This is an optimization exercise on Yosys and OpenROAD, whose aim is a short achievable clock period and few clock cycles, not a production implementation. Power figures rest on the tool's default switching activity, not on a simulated workload.

==> build 63 <==
==> flow/design.v <==
package rv_pkg;
	typedef logic [32-1:0]   word_t;     
	typedef logic [31:0]           insn_t;     
	typedef logic [4:0]            reg_idx_t;  
	typedef logic [2:0]            funct3_t;   
	typedef logic [32/8-1:0] strb_t;     
	typedef enum logic [3:0] {
		CLS_NONE,    
		CLS_LOAD,
		CLS_OP_IMM,
		CLS_AUIPC,
		CLS_STORE,
		CLS_OP,
		CLS_LUI,
		CLS_BRANCH,
		CLS_JALR,
		CLS_JAL
	} insn_class_e;
	typedef struct packed {
		insn_class_e cls;
		insn_t       insn;
		word_t       pc;
		word_t       pc4;   
	} fd_pkt_t;
	typedef struct packed {
		insn_class_e cls;
		insn_t       insn;  
		word_t       pc;
		word_t       pc4;
		reg_idx_t    rd;    
		funct3_t     funct3;
		word_t       op1;
		word_t       op2;   
	} de_pkt_t;
	typedef struct packed {
		insn_class_e cls;
		reg_idx_t    rd;
		funct3_t     funct3;
		word_t       result;   
		word_t       ls_adrs;  
	} em_pkt_t;
	typedef struct packed {
		logic  taken;
		word_t target;
	} redirect_t;
endpackage
`timescale 1ns/1ps
module rv_core (
	input  logic          clk,
	input  logic          rstn,
	output rv_pkg::word_t insn_adrs,   
	input  rv_pkg::insn_t insn_rdata,  
	output rv_pkg::word_t data_adrs,
	output rv_pkg::word_t data_wdata,
	output logic          data_load,
	output logic          data_store,
	output rv_pkg::strb_t data_wstrb,
	input  rv_pkg::word_t data_rdata   
);
	logic [31:0] pc;           
	logic [31:0] shadow_x1;    
	logic        d_valid;
	logic [31:0] d_insn;
	logic [31:0] d_pc;
	logic [31:0] d_pc4;
	logic [31:0] d_upc;        
	logic        d_bpred;      
	logic        d_jpred;      
	logic [31:0] d_jbase;
	logic        e_valid;
	logic [4:0]  e_rd;         
	logic        e_fwd1;       
	logic        e_fwd2;
	logic [31:0] e_a;
	logic [31:0] e_b;
	logic [31:0] e_imm;        
	logic [10:0] e_op;         
	logic        e_sub;
	logic        e_is_load;
	logic        e_is_store;
	logic        e_is_br;
	logic        e_is_jalr;
	logic [2:0]  e_f3;
	logic        e_bpred;
	logic [31:0] e_alt;        
	logic        e_jpred;
	logic [31:0] e_jbase;
	logic [31:0] e_link;
	logic [31:0] e_pc;
	logic [4:0]  m_rd;
	logic [31:0] m_res;
	logic        m_load;
	logic        m_store;
	logic [31:0] m_adrs;
	logic [31:0] m_wdata;
	logic [3:0]  m_wstrb;
	logic [2:0]  m_f3;
	logic [31:0] regs [1:31];
	function automatic logic [31:0] imm_i(input logic [31:0] in);
		imm_i = {{20{in[31]}}, in[31:20]};
	endfunction
	function automatic logic [31:0] imm_s(input logic [31:0] in);
		imm_s = {{20{in[31]}}, in[31:25], in[11:7]};
	endfunction
	function automatic logic [31:0] imm_b(input logic [31:0] in);
		imm_b = {{19{in[31]}}, in[31], in[7], in[30:25], in[11:8], 1'b0};
	endfunction
	function automatic logic [31:0] imm_j(input logic [31:0] in);
		imm_j = {{11{in[31]}}, in[31], in[19:12], in[20], in[30:21], 1'b0};
	endfunction
	function automatic logic [31:0] imm_u(input logic [31:0] in);
		imm_u = {in[31:12], 12'h000};
	endfunction
	function automatic logic [31:0] add32(input logic [31:0] x, input logic [31:0] y,
		input logic cin);
		logic [31:0] g, p, gg, pp, c;
		g  = x & y;
		p  = x | y;
		gg = g;
		pp = p;
		gg[0] = g[0] | (p[0] & cin);
		for (int k = 1; k < 32; k = k * 2) begin
			for (int i = 31; i >= k; i--) begin
				gg[i] = gg[i] | (pp[i] & gg[i-k]);
				pp[i] = pp[i] & pp[i-k];
			end
		end
		c = {gg[30:0], cin};
		add32 = x ^ y ^ c;
	endfunction
	function automatic logic ltu32(input logic [31:0] x, input logic [31:0] y);
		logic [31:0] lt, eq;
		lt = ~x & y;
		eq = ~(x ^ y);
		for (int k = 1; k < 32; k = k * 2) begin
			for (int i = 31; i >= k; i--) begin
				lt[i] = lt[i] | (eq[i] & lt[i-k]);
				eq[i] = eq[i] & eq[i-k];
			end
		end
		ltu32 = lt[31];
	endfunction
	function automatic logic bguess(input logic [31:0] in);
		if (in[19:15] == in[24:20])
			bguess = (in[14:12] == 3'b000) || (in[14:12] == 3'b101) || (in[14:12] == 3'b111);
		else if (in[31])
			bguess = 1'b1;
		else
			bguess = (in[14:12] == 3'b001);
	endfunction
	logic        mispredict;
	logic [31:0] fix_pc;
	logic        stall;
	logic [31:0] fi;
	logic        f_is_jal;
	logic        f_is_br;
	logic        f_is_jalr;
	logic        f_bpred;
	logic        f_jr_au;
	logic        f_jr_x1;
	logic [31:0] f_pc4;
	logic [31:0] f_tgt_b;
	logic [31:0] f_tgt_j;
	logic [31:0] f_tgt_a;
	logic [31:0] f_tgt_r;
	logic [31:0] f_upc;
	logic [31:0] f_next;
	assign insn_adrs = pc;
	assign fi        = insn_rdata;
	assign f_is_jal  = fi[6:0] == 7'b1101111;
	assign f_is_br   = fi[6:0] == 7'b1100011;
	assign f_is_jalr = fi[6:0] == 7'b1100111;
	localparam int BHT_BITS = 8;
	logic [(1<<BHT_BITS)-1:0] bht_seen;
	logic [1:0]               bht_cnt [(1<<BHT_BITS)];
	logic [BHT_BITS-1:0]      f_bidx;
	assign f_bidx  = pc[BHT_BITS+1:2];
	assign f_bpred = bht_seen[f_bidx] ? bht_cnt[f_bidx][1] : bguess(fi);
	assign f_jr_au   = f_is_jalr && d_valid && d_insn[6:0] == 7'b0010111
		&& d_insn[11:7] == fi[19:15] && fi[19:15] != 5'd0;
	assign f_jr_x1   = f_is_jalr && fi[19:15] == 5'd1;
	assign f_pc4   = add32(pc, 32'd4, 1'b0);
	assign f_tgt_b = add32(pc, imm_b(fi), 1'b0);
	assign f_tgt_j = add32(pc, imm_j(fi), 1'b0);
	assign f_tgt_a = add32(d_upc, imm_i(fi), 1'b0) & ~32'd1;
	assign f_tgt_r = add32(shadow_x1, imm_i(fi), 1'b0) & ~32'd1;
	assign f_upc   = add32(pc, imm_u(fi), 1'b0);
	always_comb begin
		if (f_is_jal)
			f_next = f_tgt_j;
		else if (f_is_br && f_bpred)
			f_next = f_tgt_b;
		else if (f_jr_au)
			f_next = f_tgt_a;
		else if (f_jr_x1)
			f_next = f_tgt_r;
		else
			f_next = f_pc4;
	end
	always_ff @(posedge clk) begin
		if (!rstn) begin
			pc      <= 32'h0000_0000;
			d_valid <= 1'b0;
		end else if (mispredict) begin
			pc      <= fix_pc;
			d_valid <= 1'b0;
		end else if (!stall) begin
			pc      <= f_next;
			d_valid <= 1'b1;
		end
	end
	always_ff @(posedge clk) begin
		if (!stall) begin
			d_insn  <= fi;
			d_pc    <= pc;
			d_pc4   <= f_pc4;
			d_upc   <= f_upc;
			d_bpred <= f_bpred;
			d_jpred <= f_jr_au || f_jr_x1;
			d_jbase <= f_jr_au ? d_upc : shadow_x1;
		end
	end
	logic [6:0]  d_opc;
	logic [2:0]  d_f3;
	logic [4:0]  d_rs1;
	logic [4:0]  d_rs2;
	logic        is_lui, is_auipc, is_jal, is_jalr, is_br, is_load, is_store, is_op, is_opimm;
	logic        use1, use2, wen;
	logic [31:0] rv1, rv2;
	logic [31:0] m_wbval;
	logic [31:0] d_a, d_b, d_imm;
	logic [10:0] d_op;
	logic        d_sub;
	assign d_opc = d_insn[6:0];
	assign d_f3  = d_insn[14:12];
	assign d_rs1 = d_insn[19:15];
	assign d_rs2 = d_insn[24:20];
	assign is_lui   = d_opc == 7'b0110111;
	assign is_auipc = d_opc == 7'b0010111;
	assign is_jal   = d_opc == 7'b1101111;
	assign is_jalr  = d_opc == 7'b1100111;
	assign is_br    = d_opc == 7'b1100011;
	assign is_load  = d_opc == 7'b0000011;
	assign is_store = d_opc == 7'b0100011;
	assign is_op    = d_opc == 7'b0110011;
	assign is_opimm = d_opc == 7'b0010011;
	assign use1 = is_jalr || is_br || is_load || is_store || is_op || is_opimm;
	assign use2 = is_br || is_store || is_op;
	assign wen  = (is_lui || is_auipc || is_jal || is_jalr || is_load || is_op || is_opimm)
		&& d_insn[11:7] != 5'd0;
	assign rv1 = (d_rs1 == 5'd0) ? 32'd0 : (d_rs1 == m_rd) ? m_wbval : regs[d_rs1];
	assign rv2 = (d_rs2 == 5'd0) ? 32'd0 : (d_rs2 == m_rd) ? m_wbval : regs[d_rs2];
	assign stall = d_valid && e_is_load && e_rd != 5'd0
		&& ((use1 && d_rs1 == e_rd) || (use2 && d_rs2 == e_rd));
	always_comb begin
		d_a = rv1;
		if (is_lui)
			d_a = imm_u(d_insn);
		else if (is_auipc)
			d_a = d_upc;
		else if (is_jal)
			d_a = d_pc4;
	end
	assign d_b   = (is_opimm) ? imm_i(d_insn) : (is_op || is_br || is_store) ? rv2 : 32'd0;
	assign d_imm = is_store ? imm_s(d_insn) : imm_i(d_insn);
	always_comb begin
		d_op  = 11'd0;
		d_sub = 1'b0;
		if (is_op || is_opimm) begin
			case (d_f3)
				3'b000: if (is_op && d_insn[30]) d_op[1] = 1'b1; else d_op[0] = 1'b1;
				3'b001: d_op[2] = 1'b1;
				3'b010: d_op[3] = 1'b1;
				3'b011: d_op[4] = 1'b1;
				3'b100: d_op[5] = 1'b1;
				3'b101: if (d_insn[30]) d_op[7] = 1'b1; else d_op[6] = 1'b1;
				3'b110: d_op[8] = 1'b1;
				default: d_op[9] = 1'b1;
			endcase
		end else if (is_jalr) begin
			d_op[10] = 1'b1;
		end else begin
			d_op[0] = 1'b1;
		end
	end
	always_ff @(posedge clk) begin
		if (!rstn || mispredict || stall || !d_valid) begin
			e_valid    <= 1'b0;
			e_rd       <= 5'd0;
			e_is_load  <= 1'b0;
			e_is_store <= 1'b0;
			e_is_br    <= 1'b0;
			e_is_jalr  <= 1'b0;
		end else begin
			e_valid    <= 1'b1;
			e_rd       <= wen ? d_insn[11:7] : 5'd0;
			e_is_load  <= is_load;
			e_is_store <= is_store;
			e_is_br    <= is_br;
			e_is_jalr  <= is_jalr;
		end
		e_fwd1  <= use1 && d_rs1 != 5'd0 && d_rs1 == e_rd;
		e_fwd2  <= (is_op || is_br || is_store) && d_rs2 != 5'd0 && d_rs2 == e_rd;
		e_a     <= d_a;
		e_b     <= d_b;
		e_imm   <= d_imm;
		e_op    <= d_op;
		e_f3    <= d_f3;
		e_bpred <= d_bpred;
		e_alt   <= d_bpred ? d_pc4 : add32(d_pc, imm_b(d_insn), 1'b0);
		e_jpred <= d_jpred;
		e_jbase <= d_jbase;
		e_link  <= d_pc4;
		e_pc    <= d_pc;
	end
	logic [31:0] a, b;
	logic [31:0] sum, dif, adr, res, st_data;
	logic        eq, lt_s, lt_u, cond;
	logic [3:0]  smask;
	assign a    = e_fwd1 ? m_res : e_a;
	assign b    = e_fwd2 ? m_res : e_b;
	assign sum  = add32(a, b, 1'b0);
	assign dif  = add32(a, ~b, 1'b1);
	assign adr  = add32(a, e_imm, 1'b0);
	assign eq   = a == b;
	assign lt_s = ltu32({~a[31], a[30:0]}, {~b[31], b[30:0]});
	assign lt_u = ltu32(a, b);
	assign res = ({32{e_op[0]}} & sum)
		| ({32{e_op[1]}} & dif)
		| ({32{e_op[2]}} & (a << b[4:0]))
		| ({32{e_op[3]}} & {31'd0, lt_s})
		| ({32{e_op[4]}} & {31'd0, lt_u})
		| ({32{e_op[5]}} & (a ^ b))
		| ({32{e_op[6]}} & (a >> b[4:0]))
		| ({32{e_op[7]}} & 32'($signed(a) >>> b[4:0]))
		| ({32{e_op[8]}} & (a | b))
		| ({32{e_op[9]}} & (a & b))
		| ({32{e_op[10]}} & e_link);
	always_comb begin
		case (e_f3)
			3'b000:  cond = eq;
			3'b001:  cond = !eq;
			3'b100:  cond = lt_s;
			3'b101:  cond = !lt_s;
			3'b110:  cond = lt_u;
			default: cond = !lt_u;
		endcase
	end
	assign mispredict = (e_is_br && (cond != e_bpred))
		|| (e_is_jalr && !(e_jpred && a == e_jbase));
	assign fix_pc = e_is_jalr ? {adr[31:1], 1'b0} : e_alt;
	always_comb begin
		case (e_f3[1:0])
			2'b00: begin
				st_data = {4{b[7:0]}};
				smask   = 4'b0001;
			end
			2'b01: begin
				st_data = {2{b[15:0]}};
				smask   = 4'b0011;
			end
			default: begin
				st_data = b;
				smask   = 4'b1111;
			end
		endcase
	end
	always_ff @(posedge clk) begin
		if (!rstn) begin
			m_rd    <= 5'd0;
			m_load  <= 1'b0;
			m_store <= 1'b0;
		end else begin
			m_rd    <= e_rd;
			m_load  <= e_is_load;
			m_store <= e_is_store;
		end
		m_res   <= res;
		m_adrs  <= adr;
		m_wdata <= st_data;
		m_wstrb <= smask << adr[1:0];
		m_f3    <= e_f3;
	end
	logic                u_br;
	logic                u_taken;
	logic [BHT_BITS-1:0] u_bidx;
	always_ff @(posedge clk) begin
		if (!rstn)
			u_br <= 1'b0;
		else
			u_br <= e_is_br;
		u_taken <= cond;
		u_bidx  <= e_pc[BHT_BITS+1:2];
	end
	always_ff @(posedge clk) begin
		if (!rstn)
			bht_seen <= '0;
		else if (u_br)
			bht_seen[u_bidx] <= 1'b1;
	end
	always_ff @(posedge clk) begin
		if (u_br) begin
			if (!bht_seen[u_bidx])
				bht_cnt[u_bidx] <= u_taken ? 2'b10 : 2'b01;
			else if (u_taken && bht_cnt[u_bidx] != 2'b11)
				bht_cnt[u_bidx] <= bht_cnt[u_bidx] + 2'd1;
			else if (!u_taken && bht_cnt[u_bidx] != 2'b00)
				bht_cnt[u_bidx] <= bht_cnt[u_bidx] - 2'd1;
		end
	end
	always_ff @(posedge clk) begin
		if (e_rd == 5'd1 && !e_is_load)
			shadow_x1 <= res;
		else if (m_rd == 5'd1 && m_load)
			shadow_x1 <= m_wbval;
	end
	logic [31:0] ld_sh;
	logic [31:0] ld_val;
	assign data_load  = m_load;
	assign data_store = m_store;
	assign data_adrs  = m_adrs;
	assign data_wdata = m_wdata;
	assign data_wstrb = m_wstrb;
	assign ld_sh = data_rdata >> {m_adrs[1:0], 3'b000};
	always_comb begin
		case (m_f3)
			3'b000:  ld_val = {{24{ld_sh[7]}}, ld_sh[7:0]};
			3'b100:  ld_val = {24'd0, ld_sh[7:0]};
			3'b001:  ld_val = {{16{ld_sh[15]}}, ld_sh[15:0]};
			3'b101:  ld_val = {16'd0, ld_sh[15:0]};
			default: ld_val = ld_sh;
		endcase
	end
	assign m_wbval = m_load ? ld_val : m_res;
	always_ff @(posedge clk) begin
		if (m_rd != 5'd0)
			regs[m_rd] <= m_wbval;
	end
endmodule
==> flow/run.sh <==
#!/bin/bash
# synth_recipe.tcl (not shown) runs the flow's synth.tcl, then flattens the netlist and writes it again
# the make line also repeats each setting of config.mk as NAME=value (left out here)
make -C /OpenROAD-flow-scripts/flow DESIGN_CONFIG=/design/flow/config.mk WORK_HOME=/design/flow/orfs CLKGATE_MAP_FILE= SYNTH_SCRIPT=/design/flow/synth_recipe.tcl finish
==> flow/config.mk <==
export PLATFORM = sky130hd
export DESIGN_NAME = rv_core
export DESIGN_NICKNAME = rv_core
export VERILOG_FILES = /design/flow/design.v
export SDC_FILE = /design/flow/constraint.sdc
export NUM_CORES = 4
export LEC_CHECK = 0
export CAP_MARGIN = 20
export CORE_MARGIN = 2
export CORE_UTILIZATION = 40
export SETUP_SLACK_MARGIN = 4.0
export SLEW_MARGIN = 20
==> flow/constraint.sdc <==
create_clock -name core_clock -period 7.0 [get_ports {clk}]
set_input_delay 1.4000 -clock core_clock [delete_from_list [all_inputs] [get_ports {clk}]]
set_output_delay 1.4000 -clock core_clock [all_outputs]
set_load 0.01 [all_outputs]
==> build 15: changes against build 63 <==
--- a/flow/design.v
+++ b/flow/design.v
@@ -111,35 +111,6 @@
 	function automatic logic [31:0] imm_u(input logic [31:0] in);
 		imm_u = {in[31:12], 12'h000};
 	endfunction
-	function automatic logic [31:0] add32(input logic [31:0] x, input logic [31:0] y,
-		input logic cin);
-		logic [31:0] g, p, gg, pp, c;
-		g  = x & y;
-		p  = x | y;
-		gg = g;
-		pp = p;
-		gg[0] = g[0] | (p[0] & cin);
-		for (int k = 1; k < 32; k = k * 2) begin
-			for (int i = 31; i >= k; i--) begin
-				gg[i] = gg[i] | (pp[i] & gg[i-k]);
-				pp[i] = pp[i] & pp[i-k];
-			end
-		end
-		c = {gg[30:0], cin};
-		add32 = x ^ y ^ c;
-	endfunction
-	function automatic logic ltu32(input logic [31:0] x, input logic [31:0] y);
-		logic [31:0] lt, eq;
-		lt = ~x & y;
-		eq = ~(x ^ y);
-		for (int k = 1; k < 32; k = k * 2) begin
-			for (int i = 31; i >= k; i--) begin
-				lt[i] = lt[i] | (eq[i] & lt[i-k]);
-				eq[i] = eq[i] & eq[i-k];
-			end
-		end
-		ltu32 = lt[31];
-	endfunction
 	function automatic logic bguess(input logic [31:0] in);
 		if (in[19:15] == in[24:20])
 			bguess = (in[14:12] == 3'b000) || (in[14:12] == 3'b101) || (in[14:12] == 3'b111);
@@ -179,12 +150,12 @@
 	assign f_jr_au   = f_is_jalr && d_valid && d_insn[6:0] == 7'b0010111
 		&& d_insn[11:7] == fi[19:15] && fi[19:15] != 5'd0;
 	assign f_jr_x1   = f_is_jalr && fi[19:15] == 5'd1;
-	assign f_pc4   = add32(pc, 32'd4, 1'b0);
-	assign f_tgt_b = add32(pc, imm_b(fi), 1'b0);
-	assign f_tgt_j = add32(pc, imm_j(fi), 1'b0);
-	assign f_tgt_a = add32(d_upc, imm_i(fi), 1'b0) & ~32'd1;
-	assign f_tgt_r = add32(shadow_x1, imm_i(fi), 1'b0) & ~32'd1;
-	assign f_upc   = add32(pc, imm_u(fi), 1'b0);
+	assign f_pc4   = pc + 32'd4;
+	assign f_tgt_b = pc + imm_b(fi);
+	assign f_tgt_j = pc + imm_j(fi);
+	assign f_tgt_a = (d_upc + imm_i(fi)) & ~32'd1;
+	assign f_tgt_r = (shadow_x1 + imm_i(fi)) & ~32'd1;
+	assign f_upc   = pc + imm_u(fi);
 	always_comb begin
 		if (f_is_jal)
 			f_next = f_tgt_j;
@@ -307,7 +278,7 @@
 		e_op    <= d_op;
 		e_f3    <= d_f3;
 		e_bpred <= d_bpred;
-		e_alt   <= d_bpred ? d_pc4 : add32(d_pc, imm_b(d_insn), 1'b0);
+		e_alt   <= d_bpred ? d_pc4 : d_pc + imm_b(d_insn);
 		e_jpred <= d_jpred;
 		e_jbase <= d_jbase;
 		e_link  <= d_pc4;
@@ -319,12 +290,12 @@
 	logic [3:0]  smask;
 	assign a    = e_fwd1 ? m_res : e_a;
 	assign b    = e_fwd2 ? m_res : e_b;
-	assign sum  = add32(a, b, 1'b0);
-	assign dif  = add32(a, ~b, 1'b1);
-	assign adr  = add32(a, e_imm, 1'b0);
+	assign sum  = a + b;
+	assign dif  = a - b;
+	assign adr  = a + e_imm;
 	assign eq   = a == b;
-	assign lt_s = ltu32({~a[31], a[30:0]}, {~b[31], b[30:0]});
-	assign lt_u = ltu32(a, b);
+	assign lt_s = $signed(a) < $signed(b);
+	assign lt_u = a < b;
 	assign res = ({32{e_op[0]}} & sum)
 		| ({32{e_op[1]}} & dif)
 		| ({32{e_op[2]}} & (a << b[4:0]))
--- a/flow/config.mk
+++ b/flow/config.mk
@@ -10,3 +10,4 @@
 export CORE_UTILIZATION = 40
 export SETUP_SLACK_MARGIN = 4.0
 export SLEW_MARGIN = 20
+export TNS_END_PERCENT = 5
==> run summary <==
- Build 15 passed the timing, design-rule and antenna checks. Build 63 went through all stages and came out clean.
- Against build 15, the global-route usage of build 63 is higher by 3.5 points.
- Between build 63 and build 15, the lower cell count is in build 15 (gap 11%, measured against build 15).
- Of build 63 and build 15, build 63 has the higher combinational power (gap 44%, measured against build 15).
- Against build 15, the fmax of build 63 is higher by 3.2%.
- Flip-flop and latch count is the same in build 15 and build 63.
- In build 15 the clock skew is lower than in build 63, by 0.036 ns.
- Of build 63 and build 15, build 63 has the higher via count (gap about 10%, measured against build 15).
- Of build 15 and build 63, build 63 has the higher non-clock buffer count (gap 664).
- Between build 15 and build 63, the lower first-iteration DRC count is in build 15 (gap about 16%, measured against build 63).
No functional check of the RTL was part of any run of this note.

==> port drivers added, routing unchanged <==
The results above use ideal ports. As a check the final layouts listed here were re-extracted and re-timed, cells and wires unchanged. Step 1 (the two cells are an assumption about what drives the block):
set clk [get_ports {clk}]
set_driving_cell -lib_cell sky130_fd_sc_hd__clkbuf_16 $clk
set_driving_cell -lib_cell sky130_fd_sc_hd__buf_2 [delete_from_list [all_inputs] $clk]
Step 2 moves the port delays by t, midway between the first and last clock arrival at a register: inputs arrive t later, outputs are due t later. That takes back most of the time a late clock gives input paths. Slacks: ideal ports / drivers / drivers and shift; pairs: ideal ports / drivers.
run | t, ns | slack for setup (ns) | slew at the worst register clock pin (ns) | worst slew at a driven data input, ns | pins driven straight from the clock port
build 63 | 1.025 | 2.201 / 2.201 / 1.387 | 0.07 / 0.07 | 0.22 | 1
build 15 | 0.991 | 2.047 / 2.047 / 1.289 | 0.07 / 0.07 | 0.14 | 1
After both steps every run listed still meets setup and hold. For build 63, which loses most, drivers alone change the setup slack by 0.000 ns; drivers and shift together by -0.814 ns.
